What follows belongs to an exercise in optimizing a design on an open flow for small area and a short achievable clock period; a production flow would make more cautious choices.
At most, simulation tests tie the RTL to the original design; equivalence was not proved.

## quartz
==> flow/design.v <==
package conv_pkg;
   localparam int LANE_W = 8;
   typedef enum logic [1:0] {
      IDLE  = 2'd0,
      RUN   = 2'd1,
      DRAIN = 2'd2
   } state_e;
   function automatic logic [31:0] ceil_div(input logic [31:0] num, input logic [31:0] den);
      ceil_div = (num + den - 32'd1) / den;
   endfunction
endpackage
module conv_out_fifo #(
   parameter int WIDTH = 65,
   parameter int DEPTH = 16,
   localparam int SD   = DEPTH - 1
) (
   input  logic             clk,
   input  logic             reset,
   input  logic             push_i,      
   input  logic [WIDTH-1:0] wrData_i,
   input  logic             ready_i,     
   output logic [WIDTH-1:0] rdData_o,
   output logic             valid_o,     
   output logic             empty_o,     
   output logic             one_d_o,     
   output logic             full_d_o     
);
   logic [SD-1:0][WIDTH-1:0] mem_q;
   logic [WIDTH-1:0] head_q;
   logic             headTakesMem, headHold;
   logic [SD-1:0]    wrOH, rdOH_q, wrOH_d, we_q, hold_q;
   logic             valid_q, empty_q, one_q, notFull_q;
   logic             eq2, eq15;
   logic             pop;
   logic             headTakesIn;
   logic             empty_d, one_d, full_d;
   logic [WIDTH-1:0] memRd;
   assign pop = ready_i && !empty_q;
   assign wrOH = notFull_q ? we_q : rdOH_q;
   assign eq2  = |(we_q & {rdOH_q[SD-2:0], rdOH_q[SD-1]});
   assign eq15 = |(rdOH_q & {we_q[SD-2:0], we_q[SD-1]});
   assign headTakesIn = empty_q || (one_q && ready_i);
   assign empty_d = (empty_q && !push_i) || (one_q && pop && !push_i);
   assign one_d   = (empty_q && push_i) || (one_q && (push_i == pop)) ||
                    (eq2 && pop && !push_i);
   assign full_d  = (!notFull_q && !pop) || (eq15 && push_i && !pop);
   assign wrOH_d = (push_i && !headTakesIn) ? {wrOH[SD-2:0], wrOH[SD-1]} : wrOH;
   always_ff @(posedge clk or negedge reset) begin
      if (!reset) begin
         we_q      <= SD'(1);
         hold_q    <= ~SD'(1);
         rdOH_q    <= SD'(1);
         valid_q   <= 1'b0;
         empty_q   <= 1'b1;
         one_q     <= 1'b0;
         notFull_q <= 1'b1;
      end else begin
         we_q      <= full_d ? '0 : wrOH_d;
         hold_q    <= full_d ? '1 : ~wrOH_d;
         if (pop && !one_q) rdOH_q <= {rdOH_q[SD-2:0], rdOH_q[SD-1]};
         valid_q   <= !empty_d;
         empty_q   <= empty_d;
         one_q     <= one_d;
         notFull_q <= !full_d;
      end
   end
   always_comb begin
      memRd = '0;
      for (int i = 0; i < SD; i++) memRd = memRd | (mem_q[i] & {WIDTH{rdOH_q[i]}});
   end
   assign headTakesMem = !headTakesIn && ready_i;
   assign headHold     = !headTakesIn && !ready_i;
   always_ff @(posedge clk) begin
      for (int i = 0; i < SD; i++)
         mem_q[i] <= (mem_q[i] & {WIDTH{hold_q[i]}}) | (wrData_i & {WIDTH{we_q[i]}});
      head_q <= (head_q & {WIDTH{headHold}}) | (wrData_i & {WIDTH{headTakesIn}}) |
                (memRd & {WIDTH{headTakesMem}});
   end
   assign rdData_o = head_q;
   assign valid_o  = valid_q;
   assign empty_o  = empty_q;
   assign one_d_o  = one_d;
   assign full_d_o = full_d;
endmodule
import conv_pkg::*;
module conv_output_stream #(
   parameter int LANES      = 8,
   parameter int DIM_W      = 16,
   parameter int FIFO_DEPTH = 16
) (
   input  logic                    clk,
   input  logic                    reset,
   input  logic                    start,
   input  logic [DIM_W-1:0]        In_Channel,
   input  logic [DIM_W-1:0]        Matrix_Col,
   input  logic [DIM_W-1:0]        Matrix_Row,
   input  logic [LANE_W*LANES-1:0] sData,
   input  logic                    sValid,
   output logic                    sReady,
   output logic [LANE_W*LANES-1:0] mData_payload,
   output logic                    mData_valid,
   input  logic                    mData_ready,
   output logic                    mData_last,
   output logic                    mData_rowEnd,
   output logic                    layer_done
);
   localparam int DATA_W = LANE_W * LANES;
   localparam int FIFO_W = DATA_W + 1;
   localparam int CNT_W  = $clog2(FIFO_DEPTH) + 1;
   localparam int LW     = $clog2(LANES);
   localparam int GRP_W  = DIM_W - LW;
   logic              idle_q, run_q, drain_q;
   logic              sReady_q, last_q, layerDone_q;
   logic [GRP_W-1:0]  grpCnt_q, grpInit_q;
   logic              remZero_q;
   logic [DIM_W-1:0]  colCnt_q, colInit_q;
   logic [DIM_W-1:0]  rowCnt_q;
   logic              lastGroup_q, lastCol_q, lastRow_q;
   logic              grpOne_q, colOne_q;
   logic [LANES-1:0]  keepLast_q;
   logic              accept;
   logic              runEnd;
   logic              dimZero;
   logic              take;
   logic              beatRowEnd;
   logic [DATA_W-1:0] beatData;
   logic              idle_d, run_d, drain_d;
   logic              lastGroup_d;
   logic              inGrpOne, inColOne, inRowOne;
   logic [LANES-1:0]  inKeepLast;
   logic              grpNextLast, colNextLast, rowNextLast;
   logic              fifoValid, fifoEmpty, fifoOne_d, fifoFull_d;
   logic              stall_q;
   logic [FIFO_W-1:0] fifoRdData;
   assign sReady     = sReady_q;
   assign accept     = sValid && !stall_q;
   assign beatRowEnd = lastGroup_q && lastCol_q;
   assign runEnd     = accept && lastGroup_q && lastCol_q && lastRow_q;
   assign dimZero    = (In_Channel == '0) || (Matrix_Col == '0) || (Matrix_Row == '0);
   assign take       = start && !dimZero;
   assign layer_done = layerDone_q;
   assign mData_last = last_q;
   assign idle_d  = idle_q ? !take : (drain_q && fifoEmpty);
   assign run_d   = run_q ? !runEnd : (idle_q && take);
   assign drain_d = drain_q ? !fifoEmpty : (run_q && runEnd);
   assign inGrpOne = (In_Channel[DIM_W-1:LW] == '0) || (In_Channel == DIM_W'(LANES));
   assign inColOne = (Matrix_Col == DIM_W'(1));
   assign inRowOne = (Matrix_Row == DIM_W'(1));
   always_comb begin
      for (int i = 0; i < LANES; i++)
         inKeepLast[i] = (In_Channel[LW-1:0] == '0) || (In_Channel[LW-1:0] > LW'(i));
   end
   assign grpNextLast = remZero_q ? (grpCnt_q == GRP_W'(2)) : (grpCnt_q == GRP_W'(1));
   assign colNextLast = (colCnt_q == DIM_W'(2));
   assign rowNextLast = (rowCnt_q == DIM_W'(2));
   assign lastGroup_d = lastGroup_q ? grpOne_q : grpNextLast;
   always_ff @(posedge clk or negedge reset) begin
      if (!reset) begin
         idle_q      <= 1'b1;
         run_q       <= 1'b0;
         drain_q     <= 1'b0;
         sReady_q    <= 1'b0;
         stall_q     <= 1'b1;
         layerDone_q <= 1'b0;
      end else begin
         idle_q      <= idle_d;
         run_q       <= run_d;
         drain_q     <= drain_d;
         sReady_q    <= run_d && !fifoFull_d;
         stall_q     <= !run_d || fifoFull_d;
         layerDone_q <= (idle_q && start && dimZero) || (drain_q && fifoEmpty);
      end
   end
   always_ff @(posedge clk) last_q <= drain_d && fifoOne_d;
   always_ff @(posedge clk) begin
      if (idle_q) begin
         grpCnt_q    <= In_Channel[DIM_W-1:LW];
         grpInit_q   <= In_Channel[DIM_W-1:LW];
         remZero_q   <= (In_Channel[LW-1:0] == '0);
         colCnt_q    <= Matrix_Col;
         colInit_q   <= Matrix_Col;
         rowCnt_q    <= Matrix_Row;
         grpOne_q    <= inGrpOne;
         colOne_q    <= inColOne;
         lastGroup_q <= inGrpOne;
         lastCol_q   <= inColOne;
         lastRow_q   <= inRowOne;
         keepLast_q  <= inKeepLast;
      end else if (accept) begin
         lastGroup_q <= lastGroup_d;
         if (!lastGroup_q) begin
            grpCnt_q <= grpCnt_q - GRP_W'(1);
         end else begin
            grpCnt_q <= grpInit_q;
            if (!lastCol_q) begin
               colCnt_q  <= colCnt_q - DIM_W'(1);
               lastCol_q <= colNextLast;
            end else begin
               colCnt_q  <= colInit_q;
               lastCol_q <= colOne_q;
               rowCnt_q  <= rowCnt_q - DIM_W'(1);
               lastRow_q <= rowNextLast;
            end
         end
      end
   end
   always_comb begin
      for (int i = 0; i < LANES; i++) begin
         beatData[i*LANE_W +: LANE_W] = (keepLast_q[i] || !lastGroup_q) ?
                                        sData[i*LANE_W +: LANE_W] : '0;
      end
   end
   conv_out_fifo #(
      .WIDTH (FIFO_W),
      .DEPTH (FIFO_DEPTH)
   ) u_fifo (
      .clk       (clk),
      .reset     (reset),
      .push_i    (accept),
      .wrData_i  ({beatRowEnd, beatData}),
      .ready_i   (mData_ready),
      .rdData_o  (fifoRdData),
      .valid_o   (fifoValid),
      .empty_o   (fifoEmpty),
      .one_d_o   (fifoOne_d),
      .full_d_o  (fifoFull_d)
   );
   assign mData_valid = fifoValid;
   assign {mData_rowEnd, mData_payload} = fifoRdData;
endmodule
Settings: LEC_CHECK=0, CAP_MARGIN=20, CORE_MARGIN=2, CORE_UTILIZATION=65, CTS_CLUSTER_DIAMETER=100, CTS_CLUSTER_SIZE=30, SETUP_SLACK_MARGIN=3.0, SLEW_MARGIN=20; clock period 5.0 ns.
standard.sh (not shown) runs the stock make flow with config.mk's settings and CLKGATE_MAP_FILE= SYNTH_SCRIPT=/design/flow/synth_recipe.tcl, a recipe that flattens the netlist after the stock synthesis.
==> flow/flow/run.sh <==
#!/bin/bash
# Standard ORFS layout, except that the port buffers are plain buf_2 cells instead
# of the delay cell buffer_ports picks by default.
set -euo pipefail
bash standard.sh synth > synth.log 2>&1
bash standard.sh "BUFFER_PORTS_ARGS=-buffer_cell sky130_fd_sc_hd__buf_2" finish > layout.log 2>&1
Edits applied to the flow inputs when going from quartz to pepper:
-- flow/design.v --
<<< quartz, line 29
   logic [WIDTH-1:0] head_q;
   logic             headTakesMem, headHold;
   logic [SD-1:0]    wrOH, rdOH_q, wrOH_d, we_q, hold_q;
   logic             valid_q, empty_q, one_q, notFull_q;
   logic             eq2, eq15;
>>> pepper, line 29
   logic [WIDTH-1:0] head_q;
   logic             headTakesMem, headHold;
   logic [SD-1:0]    wrOH_q, rdOH_q, wrOH_d, we_q, hold_q;
   logic             valid_q, empty_q, one_q, notFull_q;
   logic             eq2, eq15;
<<< quartz, line 37
   logic [WIDTH-1:0] memRd;
   assign pop = ready_i && !empty_q;
   assign wrOH = notFull_q ? we_q : rdOH_q;
   assign eq2  = |(we_q & {rdOH_q[SD-2:0], rdOH_q[SD-1]});
   assign eq15 = |(rdOH_q & {we_q[SD-2:0], we_q[SD-1]});
   assign headTakesIn = empty_q || (one_q && ready_i);
   assign empty_d = (empty_q && !push_i) || (one_q && pop && !push_i);
>>> pepper, line 37
   logic [WIDTH-1:0] memRd;
   assign pop = ready_i && !empty_q;
   assign eq2  = |(wrOH_q & {rdOH_q[SD-2:0], rdOH_q[SD-1]});
   assign eq15 = |(rdOH_q & {wrOH_q[SD-2:0], wrOH_q[SD-1]});
   assign headTakesIn = empty_q || (one_q && ready_i);
   assign empty_d = (empty_q && !push_i) || (one_q && pop && !push_i);
<<< quartz, line 45
                    (eq2 && pop && !push_i);
   assign full_d  = (!notFull_q && !pop) || (eq15 && push_i && !pop);
   assign wrOH_d = (push_i && !headTakesIn) ? {wrOH[SD-2:0], wrOH[SD-1]} : wrOH;
   always_ff @(posedge clk or negedge reset) begin
      if (!reset) begin
         we_q      <= SD'(1);
         hold_q    <= ~SD'(1);
>>> pepper, line 44
                    (eq2 && pop && !push_i);
   assign full_d  = (!notFull_q && !pop) || (eq15 && push_i && !pop);
   assign wrOH_d = (push_i && !headTakesIn) ? {wrOH_q[SD-2:0], wrOH_q[SD-1]} : wrOH_q;
   always_ff @(posedge clk or negedge reset) begin
      if (!reset) begin
         wrOH_q    <= SD'(1);
         we_q      <= SD'(1);
         hold_q    <= ~SD'(1);
<<< quartz, line 56
         notFull_q <= 1'b1;
      end else begin
         we_q      <= full_d ? '0 : wrOH_d;
         hold_q    <= full_d ? '1 : ~wrOH_d;
>>> pepper, line 56
         notFull_q <= 1'b1;
      end else begin
         wrOH_q    <= wrOH_d;
         we_q      <= full_d ? '0 : wrOH_d;
         hold_q    <= full_d ? '1 : ~wrOH_d;
<<< quartz, line 113
   logic              sReady_q, last_q, layerDone_q;
   logic [GRP_W-1:0]  grpCnt_q, grpInit_q;
   logic              remZero_q;
   logic [DIM_W-1:0]  colCnt_q, colInit_q;
   logic [DIM_W-1:0]  rowCnt_q;
   logic              lastGroup_q, lastCol_q, lastRow_q;
   logic              grpOne_q, colOne_q;
   logic [LANES-1:0]  keepLast_q;
   logic              accept;
   logic              runEnd;
>>> pepper, line 114
   logic              sReady_q, last_q, layerDone_q;
   logic [GRP_W-1:0]  grpCnt_q, grpInit_q;
   logic [LW-1:0]     rem_q;
   logic [DIM_W-1:0]  colCnt_q, colInit_q;
   logic [DIM_W-1:0]  rowCnt_q;
   logic              lastGroup_q, lastCol_q, lastRow_q;
   logic              grpOne_q, colOne_q;
   logic [LANES-1:0]  keep_q, keepLast_q;
   logic              accept;
   logic              runEnd;
<<< quartz, line 151
         inKeepLast[i] = (In_Channel[LW-1:0] == '0) || (In_Channel[LW-1:0] > LW'(i));
   end
   assign grpNextLast = remZero_q ? (grpCnt_q == GRP_W'(2)) : (grpCnt_q == GRP_W'(1));
   assign colNextLast = (colCnt_q == DIM_W'(2));
   assign rowNextLast = (rowCnt_q == DIM_W'(2));
>>> pepper, line 152
         inKeepLast[i] = (In_Channel[LW-1:0] == '0) || (In_Channel[LW-1:0] > LW'(i));
   end
   assign grpNextLast = (rem_q == '0) ? (grpCnt_q == GRP_W'(2)) : (grpCnt_q == GRP_W'(1));
   assign colNextLast = (colCnt_q == DIM_W'(2));
   assign rowNextLast = (rowCnt_q == DIM_W'(2));
<<< quartz, line 177
         grpCnt_q    <= In_Channel[DIM_W-1:LW];
         grpInit_q   <= In_Channel[DIM_W-1:LW];
         remZero_q   <= (In_Channel[LW-1:0] == '0);
         colCnt_q    <= Matrix_Col;
         colInit_q   <= Matrix_Col;
>>> pepper, line 178
         grpCnt_q    <= In_Channel[DIM_W-1:LW];
         grpInit_q   <= In_Channel[DIM_W-1:LW];
         rem_q       <= In_Channel[LW-1:0];
         colCnt_q    <= Matrix_Col;
         colInit_q   <= Matrix_Col;
<<< quartz, line 187
         lastRow_q   <= inRowOne;
         keepLast_q  <= inKeepLast;
      end else if (accept) begin
         lastGroup_q <= lastGroup_d;
         if (!lastGroup_q) begin
            grpCnt_q <= grpCnt_q - GRP_W'(1);
>>> pepper, line 188
         lastRow_q   <= inRowOne;
         keepLast_q  <= inKeepLast;
         keep_q      <= inGrpOne ? inKeepLast : '1;
      end else if (accept) begin
         lastGroup_q <= lastGroup_d;
         keep_q      <= lastGroup_d ? keepLast_q : '1;
         if (!lastGroup_q) begin
            grpCnt_q <= grpCnt_q - GRP_W'(1);
<<< quartz, line 207
   always_comb begin
      for (int i = 0; i < LANES; i++) begin
         beatData[i*LANE_W +: LANE_W] = (keepLast_q[i] || !lastGroup_q) ?
                                        sData[i*LANE_W +: LANE_W] : '0;
      end
   end
>>> pepper, line 210
   always_comb begin
      for (int i = 0; i < LANES; i++) begin
         beatData[i*LANE_W +: LANE_W] = keep_q[i] ? sData[i*LANE_W +: LANE_W] : '0;
      end
   end
[summary]
Diff quartz -> pepper: tap cell count picked up an extra about 7%, wire length picked up an extra about 3%, post-layout worst setup margin picked up an extra 70 ps, mapped cell area picked up an extra 1.6%, number of inserted filler cells in the final layout lost 26.
pepper: net count reported at finish lower than quartz
Ff count | pepper vs quartz | pepper higher
Against quartz, pepper comes in 89 ps lower on hold slack.
Compared with quartz, the detailed router inserted more vias in pepper.
Between pepper and quartz, the non-filler instance count after layout figures differ only marginally.
Number of buffers inserted during clock tree synthesis is lower on quartz
Relative to quartz, area growth from synthesis to final layout increased by 0.96 points in pepper.
quartz reports its end point of the critical path as mData_valid while pepper reports mData_payload[7].
Only the layout flow was run in quartz; the RTL was not checked for function there.

[re-timing with driven ports]
The results above use ideal ports. As a check the final layouts listed here were re-extracted and re-timed, cells and wires unchanged.
Step 1 sets driving cells, clkbuf_16 on the clock port and buf_2 on the other inputs (assumed; they add their load-dependent delay and slew).
Step 2 also shifts input and output timing later by t, the mid clock arrival at the registers, as if the neighbouring blocks saw the same clock.
Slacks: no drivers / after step 1 / after step 2; pairs: no drivers / after step 1.
| run | shift t [ns] | slack for setup (ns) | hold slack, ns | latest minus earliest clock arrival (ns) | pins driven straight from the clock port |
|---|---|---|---|---|---|
| quartz | 0.726 | 2.749 / 2.679 / 2.327 | 0.491 / 0.456 / 0.491 | 0.031 / 0.030 | 1 |
| pepper | 0.715 | 2.819 / 2.748 / 2.250 | 0.402 / 0.396 / 0.497 | 0.051 / 0.050 | 1 |
After both steps every run listed still meets setup and hold. For pepper, which loses most, drivers alone change the setup slack by -0.071 ns; drivers and shift together by -0.569 ns.
